This is an optimization exercise on Yosys and OpenROAD, whose aim is small area, a short achievable clock period and few clock cycles per item, not a production implementation.
Function was checked by simulation only, so behaviour that the tests miss may differ from the original.
Power is estimated from default activity; no workload was simulated.

old:
==> module cd_dpath, before the edit <==
module cd_dpath #(
  parameter int DEPTH = cd_pkg::DEPTH_DEFAULT
) (
  input  wire logic                     clk,
  input  wire logic                     rst_n,
  input  wire logic                     acc,       
  input  wire logic [33:0]              in_data,   
  output logic [cd_pkg::RES_W-1:0]      res        
);
  localparam int IDX_W = $clog2(DEPTH);
  localparam int CNT_W = $clog2(DEPTH + 1);
  logic [cd_pkg::DATA_W-1:0] store_mem [DEPTH];
  logic [IDX_W-1:0] head_r, rear_r, head_nxt, rear_nxt;
  logic [CNT_W-1:0] cnt_r, cnt_nxt;
  logic             empty_r, full_r, empty_nxt, full_nxt;
  logic [cd_pkg::DATA_W-1:0] wdata_r;
  logic                      rear_r_op;    
  logic                      push_ok_r, pop_ok_r;
  logic [1:0]                status_r;
  logic [7:0]                wlo_r;        
  logic [DEPTH/8-1:0]        whi_r;        
  logic [IDX_W-1:0]          waddr_nxt;
  logic [DEPTH-1:0]          rsel_r;
  logic [IDX_W-1:0]          raddr_nxt;
  logic [cd_pkg::DATA_W-1:0] rd_word;
  logic                      in_pop, in_rear;
  always_comb begin
    head_nxt  = head_r;
    rear_nxt  = rear_r;
    cnt_nxt   = cnt_r;
    empty_nxt = empty_r;
    full_nxt  = full_r;
    if (push_ok_r) begin
      if (rear_r_op) rear_nxt = rear_r + 1'b1;
      else           head_nxt = head_r - 1'b1;
      cnt_nxt   = cnt_r + 1'b1;
      empty_nxt = 1'b0;
      full_nxt  = (cnt_r == CNT_W'(DEPTH - 1));
    end
    if (pop_ok_r) begin
      if (rear_r_op) rear_nxt = rear_r - 1'b1;
      else           head_nxt = head_r + 1'b1;
      cnt_nxt   = cnt_r - 1'b1;
      empty_nxt = (cnt_r == CNT_W'(1));
      full_nxt  = 1'b0;
    end
  end
  always_ff @(posedge clk) begin
    if (!rst_n) begin
      head_r  <= '0;
      rear_r  <= '1;
      cnt_r   <= '0;
      empty_r <= 1'b1;
      full_r  <= 1'b0;
    end else begin
      head_r  <= head_nxt;
      rear_r  <= rear_nxt;
      cnt_r   <= cnt_nxt;
      empty_r <= empty_nxt;
      full_r  <= full_nxt;
    end
  end
  assign in_pop    = in_data[33];
  assign in_rear   = in_data[32];
  logic rear_up, rear_dn, head_up, head_dn;    
  assign rear_up = push_ok_r &&  rear_r_op;
  assign rear_dn = pop_ok_r  &&  rear_r_op;
  assign head_dn = push_ok_r && !rear_r_op;
  assign head_up = pop_ok_r  && !rear_r_op;
  always_comb begin
    if (in_rear) begin
      raddr_nxt = rear_up ? rear_r + 7'd1 : rear_dn ? rear_r - 7'd1 : rear_r;
      waddr_nxt = rear_up ? rear_r + 7'd2 : rear_dn ? rear_r        : rear_r + 7'd1;
    end else begin
      raddr_nxt = head_up ? head_r + 7'd1 : head_dn ? head_r - 7'd1 : head_r;
      waddr_nxt = head_up ? head_r        : head_dn ? head_r - 7'd2 : head_r - 7'd1;
    end
  end
  always_ff @(posedge clk) begin
    if (!rst_n) begin
      push_ok_r <= 1'b0;
      pop_ok_r  <= 1'b0;
    end else begin
      push_ok_r <= acc && !in_pop && !full_nxt;
      pop_ok_r  <= acc &&  in_pop && !empty_nxt;
    end
  end
  always_ff @(posedge clk) begin
    wdata_r   <= in_data[31:0];
    rear_r_op <= in_rear;
    status_r  <= in_pop ? (empty_nxt ? cd_pkg::ST_EMPTY : cd_pkg::ST_DONE)
                        : (full_nxt  ? cd_pkg::ST_FULL  : cd_pkg::ST_DONE);
    for (int i = 0; i < 8; i++)
      wlo_r[i] <= acc && !in_pop && !full_nxt && (waddr_nxt[2:0] == 3'(i));
    for (int i = 0; i < DEPTH/8; i++)
      whi_r[i] <= (waddr_nxt[IDX_W-1:3] == (IDX_W-3)'(i));
    for (int i = 0; i < DEPTH; i++)
      rsel_r[i] <= in_pop && !empty_nxt && (raddr_nxt == IDX_W'(i));
  end
  always_ff @(posedge clk) begin
    for (int i = 0; i < DEPTH; i++)
      if (wlo_r[i % 8] && whi_r[i / 8]) store_mem[i] <= wdata_r;
  end
  localparam int RD_G = 8;
  localparam int RD_N = DEPTH / RD_G;
  logic [cd_pkg::DATA_W-1:0] rd_part [RD_N];
  for (genvar g = 0; g < RD_N; g++) begin : g_rd
    logic [RD_G*cd_pkg::DATA_W-1:0] grp_words;
    for (genvar k = 0; k < RD_G; k++) begin : g_w
      assign grp_words[k*cd_pkg::DATA_W +: cd_pkg::DATA_W] = store_mem[g*RD_G+k];
    end
    cd_rdgrp #(.N(RD_G), .W(cd_pkg::DATA_W)) u_grp (
      .sel   (rsel_r[g*RD_G +: RD_G]),
      .words (grp_words),
      .y     (rd_part[g])
    );
  end
  always_comb begin
    rd_word = '0;
    for (int g = 0; g < RD_N; g++) rd_word = rd_word | rd_part[g];
  end
  assign res = {rd_word, status_r, empty_nxt, full_nxt};
endmodule
make LEC_CHECK=0 CAP_MARGIN=20 CORE_MARGIN=2 CORE_UTILIZATION=50 CTS_CLUSTER_DIAMETER=70 CTS_CLUSTER_SIZE=25 PLACE_DENSITY=0.6 SETUP_SLACK_MARGIN=2.8 SLEW_MARGIN=20 SYNTH_HIERARCHICAL=1 finish   # period 5.5 ns
run.sh (not shown) runs the stock make flow with config.mk's settings and CLKGATE_MAP_FILE= SYNTH_SCRIPT=/design/flow/synth_recipe.tcl, a recipe that flattens the netlist after the stock synthesis.
Testbench counts of old, summed over its fixed seeds: cycles 36,664, items 32,000.
For new, these inputs were changed with respect to old:
--- a/flow/design.v
+++ b/flow/design.v
@@ -139,20 +139,8 @@
   end
   assign in_pop    = in_data[33];
   assign in_rear   = in_data[32];
-  logic rear_up, rear_dn, head_up, head_dn;    
-  assign rear_up = push_ok_r &&  rear_r_op;
-  assign rear_dn = pop_ok_r  &&  rear_r_op;
-  assign head_dn = push_ok_r && !rear_r_op;
-  assign head_up = pop_ok_r  && !rear_r_op;
-  always_comb begin
-    if (in_rear) begin
-      raddr_nxt = rear_up ? rear_r + 7'd1 : rear_dn ? rear_r - 7'd1 : rear_r;
-      waddr_nxt = rear_up ? rear_r + 7'd2 : rear_dn ? rear_r        : rear_r + 7'd1;
-    end else begin
-      raddr_nxt = head_up ? head_r + 7'd1 : head_dn ? head_r - 7'd1 : head_r;
-      waddr_nxt = head_up ? head_r        : head_dn ? head_r - 7'd2 : head_r - 7'd1;
-    end
-  end
+  assign raddr_nxt = in_rear ? rear_nxt : head_nxt;
+  assign waddr_nxt = in_rear ? rear_nxt + 1'b1 : head_nxt - 1'b1;
   always_ff @(posedge clk) begin
     if (!rst_n) begin
       push_ok_r <= 1'b0;
@@ -172,7 +160,7 @@
     for (int i = 0; i < DEPTH/8; i++)
       whi_r[i] <= (waddr_nxt[IDX_W-1:3] == (IDX_W-3)'(i));
     for (int i = 0; i < DEPTH; i++)
-      rsel_r[i] <= in_pop && !empty_nxt && (raddr_nxt == IDX_W'(i));
+      rsel_r[i] <= acc && in_pop && !empty_nxt && (raddr_nxt == IDX_W'(i));
   end
   always_ff @(posedge clk) begin
     for (int i = 0; i < DEPTH; i++)
Notes after the runs:
new: done, clean on timing, DRC and antenna. new ends up with lower cell area after placement than old does. Summary — power, new relative to old: higher, by 0.65%. Delta (new minus old): hold slack increased by 56 ps relative to the old numbers; area after synthesis closely matched the old numbers; final instance area increased by 0.37% relative to the old numbers; met1 layer usage reported by global route increased by 0.99 points relative to the old numbers. u_ctrl.r_r[15] as the capture point of the worst path was reported by new, and u_dpath.store_mem[82][27] by old. When the final numbers for old and new were put side by side, the cell-internal power turned out to be greater in new.
Testbench counts of new, summed over its fixed seeds: cycles 36,664, items 32,000.

[afterwards: timing with drivers on the ports]
The flow's constraints put no driver on any port. The routed layouts listed below were extracted and timed again, unchanged, in two steps. Step 1 (the two cells are an assumption about what drives the block):
set clk [get_ports {clk}]
set_driving_cell -lib_cell sky130_fd_sc_hd__clkbuf_16 $clk
set_driving_cell -lib_cell sky130_fd_sc_hd__buf_2 [delete_from_list [all_inputs] $clk]
Step 2 adds t to the input delays and takes it off the output delays; t is the mean of the earliest and latest rising clock arrival at the registers after step 1. Input paths then give back, and output paths get back, about the clock's delay inside the block. a / b / c = ideal / step 1 / step 2; a / b = the first two.
run	t (ns)	slack for setup (ns)	worst hold slack (ns)	latest minus earliest clock arrival (ns)	slew at the worst register clock pin (ns)
old	1.030	2.702 / 2.702 / 1.822	0.406 / 0.406 / 0.406	0.072 / 0.073	0.10 / 0.10
new	1.036	2.689 / 2.689 / 1.761	0.462 / 0.462 / 0.462	0.080 / 0.079	0.10 / 0.10
After both steps setup and hold are still met in every run listed. For new, which loses most, drivers alone change the setup slack by 0.000 ns; drivers and shift together by -0.928 ns.
